Context: an optimization exercise on an open-source flow, tuned for small area, a short achievable clock period and few clock cycles. The choices shown serve that exercise and are no tape-out recipe. Function was checked by simulation only, so behaviour that the tests miss may differ from the original.

==> job 7022 <==
==> flow/design.v <==
package jhd_pkg;
  localparam int NUM_LENGTHS = 16;
  localparam int MAX_SYMBOLS = 256;
  localparam int NRING = 8;
  localparam int RLEN  = 32;
  localparam logic [1:0] OP_CLEAR = 2'd0;
  localparam logic [1:0] OP_BYTE  = 2'd1;
  localparam logic [1:0] OP_BIT   = 2'd2;
  localparam logic [2:0] ST_SYMBOL     = 3'd0;
  localparam logic [2:0] ST_TABLE_DONE = 3'd1;
  localparam logic [2:0] ST_BAD_CODE   = 3'd2;
  localparam logic [2:0] ST_OVERFLOW   = 3'd3;
  localparam logic [2:0] ST_NOT_LOADED = 3'd4;
endpackage
module jhd_front (
  input  logic        clk,
  input  logic        rst_n,
  input  logic        in_valid,
  output logic        in_stall,
  input  logic [10:0] in_data,
  output logic        h_valid,
  output logic [9:0]  h_cmd,
  input  logic        h_pop
);
  logic       hv_r, sv_r;
  logic [9:0] h_r, s_r;
  logic [9:0] cmd;
  logic       push;
  logic       h_free;
  always_comb begin
    cmd = {in_data[10:9], in_data[8:1]};
    if (in_data[10:9] == jhd_pkg::OP_BIT) cmd[7:0] = {7'd0, in_data[0]};
  end
  assign in_stall = sv_r;
  assign push     = in_valid && !sv_r && (in_data[10:9] != 2'd3);
  assign h_free   = !hv_r || h_pop;
  assign h_valid  = hv_r;
  assign h_cmd    = h_r;
  always_ff @(posedge clk) begin
    if (!rst_n) begin
      hv_r <= 1'b0;
      sv_r <= 1'b0;
    end else begin
      if (h_free) begin
        hv_r <= sv_r || push;
        sv_r <= 1'b0;
      end else if (push) begin
        sv_r <= 1'b1;
      end
    end
  end
  always_ff @(posedge clk) begin
    if (h_free) begin
      h_r <= sv_r ? s_r : cmd;
    end
    if (!h_free && push) begin
      s_r <= cmd;
    end
  end
endmodule
module jhd_back (
  input  logic        clk,
  input  logic        rst_n,
  input  logic        h_valid,
  input  logic [9:0]  h_cmd,
  output logic        h_pop,
  output logic        out_valid,
  input  logic        out_stall,
  output logic [24:0] out_data
);
  localparam int NR = jhd_pkg::NRING;
  localparam int RL = jhd_pkg::RLEN;
  logic [4:0]  p_r;                        
  logic        ready_r, failed_r, cph_r;   
  logic [7:0]  idx_r;                      
  logic [17:0] code_r;
  logic [11:0] total_r;
  logic        over_r;
  logic [3:0]  cexp_r;                     
  logic [4:0]  wexp_r;                     
  logic [4:0]  rot_r;                      
  logic [3:0]  crot_r;                     
  logic [3:0]  nx_r;                       
  logic [8:0]  x_r;                        
  logic [8:0]  offs_r;                     
  logic [3:0]  len_r;
  logic [7:0]  ccur_r;                     
  logic [7:0]  c0_r;                       
  logic          wc_r;
  logic [NR-1:0] ws_r;
  logic [7:0]    wdata_r;
  logic        av_r, bv_r, ov_r;
  logic [2:0]  ast_r, bst_r, ost_r;
  logic [8:0]  aval_r, bval_r;
  logic        asym_r, bsym_r;
  logic [4:0]  aj_r;
  logic [2:0]  aring_r, bring_r;
  logic [NR-1:0][7:0] bcand_r;
  logic [7:0]  osym_r;
  logic [4:0]  olen_r;
  logic [8:0]  obytes_r;
  logic [NR-1:0][7:0] cand;
  logic [16*8-1:0]    crg;
  logic [7:0]         cnx;
  for (genvar r = 0; r < NR; r++) begin : g_ring
    logic [RL*8-1:0] rg;
    always_ff @(posedge clk) begin
      rg <= {rg[RL*8-9:0], ws_r[r] ? wdata_r : rg[RL*8-1 -: 8]};
    end
    assign cand[r] = rg[aj_r*8 +: 8];
  end
  always_ff @(posedge clk) begin
    crg <= {crg[16*8-9:0], wc_r ? wdata_r : crg[16*8-1 -: 8]};
  end
  assign cnx = crg[nx_r*8 +: 8];
  logic [1:0]  op;
  logic [7:0]  d;
  logic        advance;
  logic        go;
  logic        fire;
  logic        is_cnt, is_sym;
  logic [17:0] sum;
  logic [17:0] limit;
  logic [11:0] total_add;
  logic        over_now;
  logic [8:0]  xb;
  logic        hit;
  logic [8:0]  xd;
  logic [7:0]  kidx;
  assign op      = h_cmd[9:8];
  assign d       = h_cmd[7:0];
  assign advance = !(ov_r && out_stall);
  always_comb begin
    is_cnt = (op == jhd_pkg::OP_BYTE) && !ready_r && !failed_r && cph_r;
    is_sym = (op == jhd_pkg::OP_BYTE) && !ready_r && !failed_r && !cph_r;
    go = 1'b1;
    if (is_cnt) go = (idx_r[3:0] == 4'd0) || (p_r[3:0] == cexp_r);
    if (is_sym) go = (idx_r == 8'd0) || (p_r == wexp_r);
  end
  assign fire  = h_valid && advance && go;
  assign h_pop = fire;
  always_comb begin
    sum       = code_r + {10'd0, d};
    limit     = 18'd2 << idx_r[3:0];
    total_add = total_r + {4'd0, d};
    over_now  = over_r || (sum > limit);
    xb        = {x_r[7:0], d[0]};
    hit       = !x_r[8] && !xb[8] && (xb[7:0] < ccur_r);
    xd        = xb - {1'b0, ccur_r};
    kidx      = offs_r[7:0] + xb[7:0];
  end
  logic        res_v;
  logic [2:0]  res_st;
  logic [8:0]  res_val;
  logic        res_sym;
  logic        dec_reset, dec_inc, cnt0;
  always_ff @(posedge clk) begin
    p_r <= rst_n ? p_r + 5'd1 : 5'd0;
  end
  always_comb begin
    res_v     = 1'b0;
    res_st    = jhd_pkg::ST_NOT_LOADED;
    res_val   = 9'd0;
    res_sym   = 1'b0;
    dec_reset = 1'b0;
    dec_inc   = 1'b0;
    cnt0      = 1'b0;
    if (fire) begin
      unique case (op)
        jhd_pkg::OP_CLEAR: dec_reset = 1'b1;
        jhd_pkg::OP_BYTE: begin
          if (is_cnt) begin
            cnt0 = (idx_r[3:0] == 4'd0);
            if (idx_r[3:0] == 4'd15) begin
              if (over_now || (total_add > 12'(jhd_pkg::MAX_SYMBOLS))) begin
                res_v   = 1'b1;
                res_st  = jhd_pkg::ST_OVERFLOW;
                res_val = 9'd16;
              end else if (total_add == 12'd0) begin
                res_v   = 1'b1;
                res_st  = jhd_pkg::ST_TABLE_DONE;
                res_val = 9'd16;
              end
            end
          end else if (is_sym) begin
            if ({1'b0, idx_r} + 9'd1 == total_r[8:0]) begin
              res_v   = 1'b1;
              res_st  = jhd_pkg::ST_TABLE_DONE;
              res_val = total_r[8:0] + 9'd16;
            end
          end
        end
        jhd_pkg::OP_BIT: begin
          res_v = 1'b1;
          if (!ready_r) begin
            res_st = jhd_pkg::ST_NOT_LOADED;
          end else if (hit) begin
            res_st    = jhd_pkg::ST_SYMBOL;
            res_val   = {5'd0, len_r} + 9'd1;
            res_sym   = 1'b1;
            dec_reset = 1'b1;
          end else if (len_r == 4'd15) begin
            res_st    = jhd_pkg::ST_BAD_CODE;
            res_val   = 9'd16;
            dec_reset = 1'b1;
          end else begin
            res_v   = 1'b0;
            dec_inc = 1'b1;
          end
        end
        default: ;
      endcase
    end
  end
  always_ff @(posedge clk) begin
    if (!rst_n) begin
      ready_r  <= 1'b0;
      failed_r <= 1'b0;
      cph_r    <= 1'b1;
      idx_r    <= 8'd0;
      code_r   <= 18'd0;
      total_r  <= 12'd0;
      over_r   <= 1'b0;
      x_r      <= 9'd0;
      offs_r   <= 9'd0;
      len_r    <= 4'd0;
      wc_r     <= 1'b0;
      ws_r     <= '0;
    end else begin
      wc_r <= fire && is_cnt;
      ws_r <= '0;
      if (fire && is_sym) ws_r[idx_r[7:5]] <= 1'b1;
      if (fire && op == jhd_pkg::OP_CLEAR) begin
        ready_r  <= 1'b0;
        failed_r <= 1'b0;
        cph_r    <= 1'b1;
        idx_r    <= 8'd0;
        code_r   <= 18'd0;
        total_r  <= 12'd0;
        over_r   <= 1'b0;
      end
      if (fire && is_cnt) begin
        code_r  <= {sum[16:0], 1'b0};
        total_r <= total_add;
        over_r  <= over_now;
        idx_r   <= {4'd0, idx_r[3:0] + 4'd1};
        if (idx_r[3:0] == 4'd15) begin
          cph_r <= 1'b0;
          if (over_now || (total_add > 12'(jhd_pkg::MAX_SYMBOLS))) failed_r <= 1'b1;
          else if (total_add == 12'd0) ready_r <= 1'b1;
        end
      end
      if (fire && is_sym) begin
        idx_r <= idx_r + 8'd1;
        if ({1'b0, idx_r} + 9'd1 == total_r[8:0]) ready_r <= 1'b1;
      end
      if (dec_reset) begin
        x_r    <= 9'd0;
        offs_r <= 9'd0;
        len_r  <= 4'd0;
      end else if (dec_inc) begin
        x_r    <= {x_r[8] | xd[8], xd[7:0]};
        offs_r <= offs_r + {1'b0, ccur_r};
        len_r  <= len_r + 4'd1;
      end
    end
  end
  always_ff @(posedge clk) begin
    wdata_r <= d;
    crot_r  <= crot_r + 4'd1;
    rot_r   <= rot_r + 5'd1;
    if (fire && is_cnt) cexp_r <= p_r[3:0] + 4'd1;
    if (fire && is_sym) wexp_r <= p_r + 5'd1;
    if (fire && is_sym && idx_r == 8'd0) rot_r <= 5'd31;
    if (cnt0) begin
      crot_r <= 4'd15;
      nx_r   <= 4'd14;
      c0_r   <= d;
      ccur_r <= d;
    end else if (dec_reset) begin
      nx_r   <= crot_r;
      ccur_r <= c0_r;
    end else if (dec_inc) begin
      ccur_r <= cnx;
    end else begin
      nx_r   <= nx_r + 4'd1;
    end
  end
  always_ff @(posedge clk) begin
    if (!rst_n) begin
      av_r <= 1'b0;
      bv_r <= 1'b0;
      ov_r <= 1'b0;
    end else if (advance) begin
      av_r <= res_v;
      bv_r <= av_r;
      ov_r <= bv_r;
    end
  end
  always_ff @(posedge clk) begin
    if (advance) begin
      ast_r    <= res_st;
      aval_r   <= res_val;
      asym_r   <= res_sym;
      aj_r     <= rot_r + 5'd1 - kidx[4:0];
      aring_r  <= kidx[7:5];
      bst_r    <= ast_r;
      bval_r   <= aval_r;
      bsym_r   <= asym_r;
      bring_r  <= aring_r;
      bcand_r  <= cand;
      ost_r    <= bst_r;
      osym_r   <= bsym_r ? bcand_r[bring_r] : 8'd0;
      olen_r   <= (bst_r == jhd_pkg::ST_SYMBOL || bst_r == jhd_pkg::ST_BAD_CODE) ? bval_r[4:0] : 5'd0;
      obytes_r <= (bst_r == jhd_pkg::ST_TABLE_DONE || bst_r == jhd_pkg::ST_OVERFLOW) ? bval_r : 9'd0;
    end else begin
      aj_r     <= aj_r + 5'd1;
    end
  end
  assign out_valid = ov_r;
  assign out_data  = {ost_r, osym_r, olen_r, obytes_r};
endmodule
module jpeg_huffman_decoder_core (
  input  logic          clk,
  input  logic          rst_n,
  input  logic          in_valid,
  output logic          in_stall,
  input  logic [10:0]   in_data,
  output logic          out_valid,
  input  logic          out_stall,
  output logic [24:0]   out_data
);
  logic       h_valid;
  logic [9:0] h_cmd;
  logic       h_pop;
  jhd_front u_front (
    .clk      (clk),
    .rst_n    (rst_n),
    .in_valid (in_valid),
    .in_stall (in_stall),
    .in_data  (in_data),
    .h_valid  (h_valid),
    .h_cmd    (h_cmd),
    .h_pop    (h_pop)
  );
  jhd_back u_back (
    .clk       (clk),
    .rst_n     (rst_n),
    .h_valid   (h_valid),
    .h_cmd     (h_cmd),
    .h_pop     (h_pop),
    .out_valid (out_valid),
    .out_stall (out_stall),
    .out_data  (out_data)
  );
endmodule
==> flow/run.sh <==
#!/bin/bash
# synth_recipe.tcl (not shown) runs the flow's synth.tcl, then flattens the netlist and writes it again
# the make line also repeats each setting of config.mk as NAME=value (left out here)
make -C /OpenROAD-flow-scripts/flow DESIGN_CONFIG=/design/flow/config.mk WORK_HOME=/design/flow/orfs CLKGATE_MAP_FILE= SYNTH_SCRIPT=/design/flow/synth_recipe.tcl finish
==> flow/config.mk <==
export PLATFORM = sky130hd
export DESIGN_NAME = jpeg_huffman_decoder_core
export DESIGN_NICKNAME = jpeg_huffman_decoder_core
export VERILOG_FILES = /design/flow/design.v
export SDC_FILE = /design/flow/constraint.sdc
export NUM_CORES = 4
export LEC_CHECK = 0
export CAP_MARGIN = 30
export CORE_MARGIN = 2
export CORE_UTILIZATION = 45
export PLACE_DENSITY = 0.6
export SLEW_MARGIN = 40
==> flow/constraint.sdc <==
create_clock -name core_clock -period 7.0 [get_ports {clk}]
set_input_delay 1.4000 -clock core_clock [delete_from_list [all_inputs] [get_ports {clk}]]
set_output_delay 1.4000 -clock core_clock [all_outputs]
set_load 0.01 [all_outputs]
==> job 4867 (differences from job 7022) <==
==> flow/design.v, changed modules only <==
module jhd_back (
  input  logic        clk,
  input  logic        rst_n,
  input  logic        h_valid,
  input  logic [9:0]  h_cmd,
  output logic        h_pop,
  output logic        out_valid,
  input  logic        out_stall,
  output logic [24:0] out_data
);
  localparam int NR = jhd_pkg::NRING;
  localparam int RL = jhd_pkg::RLEN;
  logic [4:0]  p_r;                        
  logic        ready_r, failed_r, cph_r;   
  logic [7:0]  idx_r;                      
  logic [9:0]  room_r;                     
  logic [9:0]  total_r;                    
  logic        over_r;
  logic [3:0]  cexp_r;                     
  logic [4:0]  wexp_r;                     
  logic [4:0]  rot_r;                      
  logic [3:0]  crot_r;                     
  logic [3:0]  nx_r;                       
  logic [8:0]  x_r;                        
  logic [8:0]  offs_r;                     
  logic [3:0]  len_r;
  logic [7:0]  ccur_r;                     
  logic [7:0]  c0_r;                       
  logic          wc_r;
  logic [NR-1:0] ws_r;
  logic [7:0]    wdata_r;
  logic        av_r, ov_r;
  logic [2:0]  ast_r, ost_r;
  logic [8:0]  aval_r;
  logic        asym_r;
  logic [4:0]  aj_r;
  logic [2:0]  aring_r;
  logic [7:0]  osym_r;
  logic [4:0]  olen_r;
  logic [8:0]  obytes_r;
  logic [NR-1:0][7:0] cand;
  logic [NR-1:0]      ring_oh;
  logic [7:0]         sym;
  logic [16*8-1:0]    crg;
  logic [7:0]         cnx;
  logic [RL-1:0] aj_oh;
  logic [15:0]   nx_oh;
  always_comb begin
    aj_oh = '0;
    aj_oh[aj_r] = 1'b1;
    nx_oh = '0;
    nx_oh[nx_r] = 1'b1;
    ring_oh = '0;
    ring_oh[aring_r] = 1'b1;
    sym = '0;
    for (int r = 0; r < NR; r++) sym = sym | (cand[r] & {8{ring_oh[r]}});
  end
  for (genvar r = 0; r < NR; r++) begin : g_ring
    logic [RL*8-1:0] rg;
    always_ff @(posedge clk) begin
      rg <= {rg[RL*8-9:0], ws_r[r] ? wdata_r : rg[RL*8-1 -: 8]};
    end
    for (genvar b = 0; b < 8; b++) begin : g_bit
      logic [RL-1:0] col;
      for (genvar j = 0; j < RL; j++) begin : g_e
        assign col[j] = rg[j*8+b];
      end
      assign cand[r][b] = |(col & aj_oh);
    end
  end
  always_ff @(posedge clk) begin
    crg <= {crg[16*8-9:0], wc_r ? wdata_r : crg[16*8-1 -: 8]};
  end
  for (genvar b = 0; b < 8; b++) begin : g_cbit
    logic [15:0] col;
    for (genvar j = 0; j < 16; j++) begin : g_e
      assign col[j] = crg[j*8+b];
    end
    assign cnx[b] = |(col & nx_oh);
  end
  logic [1:0]  op;
  logic [7:0]  d;
  logic        advance;
  logic        go;
  logic        fire;
  logic        is_cnt, is_sym;
  logic [8:0]  rem;
  logic [9:0]  total_add;
  logic        over_now;
  logic [8:0]  xb;
  logic        hit;
  logic [8:0]  xd;
  logic [7:0]  kidx;
  assign op      = h_cmd[9:8];
  assign d       = h_cmd[7:0];
  assign advance = !(ov_r && out_stall);
  always_comb begin
    is_cnt = (op == jhd_pkg::OP_BYTE) && !ready_r && !failed_r && cph_r;
    is_sym = (op == jhd_pkg::OP_BYTE) && !ready_r && !failed_r && !cph_r;
    go = 1'b1;
    if (is_cnt) go = (idx_r[3:0] == 4'd0) || (p_r[3:0] == cexp_r);
    if (is_sym) go = (idx_r == 8'd0) || (p_r == wexp_r);
  end
  assign fire  = h_valid && advance && go;
  assign h_pop = fire;
  always_comb begin
    rem       = room_r[8:0] - {1'b0, d};
    total_add = {1'b0, total_r[8:0]} + {2'd0, d};
    total_add[9] = total_r[9] || (total_add > 10'(jhd_pkg::MAX_SYMBOLS));
    over_now  = over_r || (!room_r[9] && ({1'b0, d} > room_r[8:0]));
    xb        = {x_r[7:0], d[0]};
    hit       = !x_r[8] && !xb[8] && (xb[7:0] < ccur_r);
    xd        = xb - {1'b0, ccur_r};
    kidx      = offs_r[7:0] + xb[7:0];
  end
  logic        res_v;
  logic [2:0]  res_st;
  logic [8:0]  res_val;
  logic        res_sym;
  logic        dec_reset, dec_inc, cnt0;
  always_ff @(posedge clk) begin
    p_r <= rst_n ? p_r + 5'd1 : 5'd0;
  end
  always_comb begin
    res_v     = 1'b0;
    res_st    = jhd_pkg::ST_NOT_LOADED;
    res_val   = 9'd0;
    res_sym   = 1'b0;
    dec_reset = 1'b0;
    dec_inc   = 1'b0;
    cnt0      = 1'b0;
    if (fire) begin
      unique case (op)
        jhd_pkg::OP_CLEAR: dec_reset = 1'b1;
        jhd_pkg::OP_BYTE: begin
          if (is_cnt) begin
            cnt0 = (idx_r[3:0] == 4'd0);
            if (idx_r[3:0] == 4'd15) begin
              if (over_now || total_add[9]) begin
                res_v   = 1'b1;
                res_st  = jhd_pkg::ST_OVERFLOW;
                res_val = 9'd16;
              end else if (total_add == 10'd0) begin
                res_v   = 1'b1;
                res_st  = jhd_pkg::ST_TABLE_DONE;
                res_val = 9'd16;
              end
            end
          end else if (is_sym) begin
            if ({1'b0, idx_r} + 9'd1 == total_r[8:0]) begin
              res_v   = 1'b1;
              res_st  = jhd_pkg::ST_TABLE_DONE;
              res_val = total_r[8:0] + 9'd16;
            end
          end
        end
        jhd_pkg::OP_BIT: begin
          res_v = 1'b1;
          if (!ready_r) begin
            res_st = jhd_pkg::ST_NOT_LOADED;
          end else if (hit) begin
            res_st    = jhd_pkg::ST_SYMBOL;
            res_val   = {5'd0, len_r} + 9'd1;
            res_sym   = 1'b1;
            dec_reset = 1'b1;
          end else if (len_r == 4'd15) begin
            res_st    = jhd_pkg::ST_BAD_CODE;
            res_val   = 9'd16;
            dec_reset = 1'b1;
          end else begin
            res_v   = 1'b0;
            dec_inc = 1'b1;
          end
        end
        default: ;
      endcase
    end
  end
  always_ff @(posedge clk) begin
    if (!rst_n) begin
      ready_r  <= 1'b0;
      failed_r <= 1'b0;
      cph_r    <= 1'b1;
      idx_r    <= 8'd0;
      room_r   <= 10'd2;
      total_r  <= 10'd0;
      over_r   <= 1'b0;
      x_r      <= 9'd0;
      offs_r   <= 9'd0;
      len_r    <= 4'd0;
      wc_r     <= 1'b0;
      ws_r     <= '0;
    end else begin
      wc_r <= fire && is_cnt;
      ws_r <= '0;
      if (fire && is_sym) ws_r[idx_r[7:5]] <= 1'b1;
      if (fire && op == jhd_pkg::OP_CLEAR) begin
        ready_r  <= 1'b0;
        failed_r <= 1'b0;
        cph_r    <= 1'b1;
        idx_r    <= 8'd0;
        room_r   <= 10'd2;
        total_r  <= 10'd0;
        over_r   <= 1'b0;
      end
      if (fire && is_cnt) begin
        if (!room_r[9]) room_r <= {rem, 1'b0};
        total_r <= total_add;
        over_r  <= over_now;
        idx_r   <= {4'd0, idx_r[3:0] + 4'd1};
        if (idx_r[3:0] == 4'd15) begin
          cph_r <= 1'b0;
          if (over_now || total_add[9]) failed_r <= 1'b1;
          else if (total_add == 10'd0) ready_r <= 1'b1;
        end
      end
      if (fire && is_sym) begin
        idx_r <= idx_r + 8'd1;
        if ({1'b0, idx_r} + 9'd1 == total_r[8:0]) ready_r <= 1'b1;
      end
      if (dec_reset) begin
        x_r    <= 9'd0;
        offs_r <= 9'd0;
        len_r  <= 4'd0;
      end else if (dec_inc) begin
        x_r    <= {x_r[8] | xd[8], xd[7:0]};
        offs_r <= offs_r + {1'b0, ccur_r};
        len_r  <= len_r + 4'd1;
      end
    end
  end
  always_ff @(posedge clk) begin
    wdata_r <= d;
    crot_r  <= crot_r + 4'd1;
    rot_r   <= rot_r + 5'd1;
    if (fire && is_cnt) cexp_r <= p_r[3:0] + 4'd1;
    if (fire && is_sym) wexp_r <= p_r + 5'd1;
    if (fire && is_sym && idx_r == 8'd0) rot_r <= 5'd31;
    if (cnt0) begin
      crot_r <= 4'd15;
      nx_r   <= 4'd14;
      c0_r   <= d;
      ccur_r <= d;
    end else if (dec_reset) begin
      nx_r   <= crot_r;
      ccur_r <= c0_r;
    end else if (dec_inc) begin
      ccur_r <= cnx;
    end else begin
      nx_r   <= nx_r + 4'd1;
    end
  end
  always_ff @(posedge clk) begin
    if (!rst_n) begin
      av_r <= 1'b0;
      ov_r <= 1'b0;
    end else if (advance) begin
      av_r <= res_v;
      ov_r <= av_r;
    end
  end
  always_ff @(posedge clk) begin
    if (advance) begin
      ast_r    <= res_st;
      aval_r   <= res_val;
      asym_r   <= res_sym;
      aj_r     <= rot_r + 5'd1 - kidx[4:0];
      aring_r  <= kidx[7:5];
      ost_r    <= ast_r;
      osym_r   <= asym_r ? sym : 8'd0;
      olen_r   <= (ast_r == jhd_pkg::ST_SYMBOL || ast_r == jhd_pkg::ST_BAD_CODE) ? aval_r[4:0] : 5'd0;
      obytes_r <= (ast_r == jhd_pkg::ST_TABLE_DONE || ast_r == jhd_pkg::ST_OVERFLOW) ? aval_r : 9'd0;
    end else begin
      aj_r     <= aj_r + 5'd1;
    end
  end
  assign out_valid = ov_r;
  assign out_data  = {ost_r, osym_r, olen_r, obytes_r};
endmodule
Settings changed: SETUP_SLACK_MARGIN set to 3.8.
==> impl_metrics.tcl <==
set metrics [dict create \
    synth_top_area_share_pct 61.72 \
    skew_ns 0.02173 \
    met1_usage_pct 23.19 \
    crit_family "simple AND/OR/NAND/NOR gates" \
    p_sw_uw 7181 \
    seq_share_pct 59.95 \
    outcome "finished clean" \
]
# the run above: job 7022

==> impl_metrics.tcl <==
set metrics [dict create \
    outcome "finished clean" \
    met1_usage_pct 40.72 \
    regToRegEndpoint "u_back.osym_r[6]" \
    met2_wirelength_um 108600 \
    clk_share_pct 8.963 \
    skew_ns 0.05871 \
    synth_top_area_share_pct 66.60 \
    seq_share_pct 57.65 \
    crit_family "compound AO/OA/AOI/OAI gates" \
    period_share_pct 56.02 \
]
# the run above: job 4867

Testbench counts of job 7022, summed over its fixed seeds: cycles 47,721.
Testbench counts of job 4867, summed over its fixed seeds: cycles 47,713.

## re-timing with driven ports
No port has a modelled driver above. Below, the same layouts with a new extraction and two added sets of constraints.
Step 1: set_driving_cell puts a clkbuf_16 on clk and a buf_2 on each other input, an assumption about the parent block.
Step 2 times the ports against the registers' clock, not the clock port: input delays grow and output delays shrink by t, the midpoint of the rising clock arrivals with the driver on.
Three values: ideal ports, drivers, drivers and shift; two values: the first two.
run | shift t [ns] | setup slack, ns | hold slack, ns
job 7022 | 0.897 | 2.508 / 2.508 / 2.439 | 0.330 / 0.330 / 0.330
job 4867 | 0.931 | 3.079 / 3.079 / 3.028 | 0.296 / 0.296 / 0.296
After both steps setup and hold are still met in every run listed. For job 7022, which loses most, drivers alone change the setup slack by 0.000 ns; drivers and shift together by -0.069 ns.
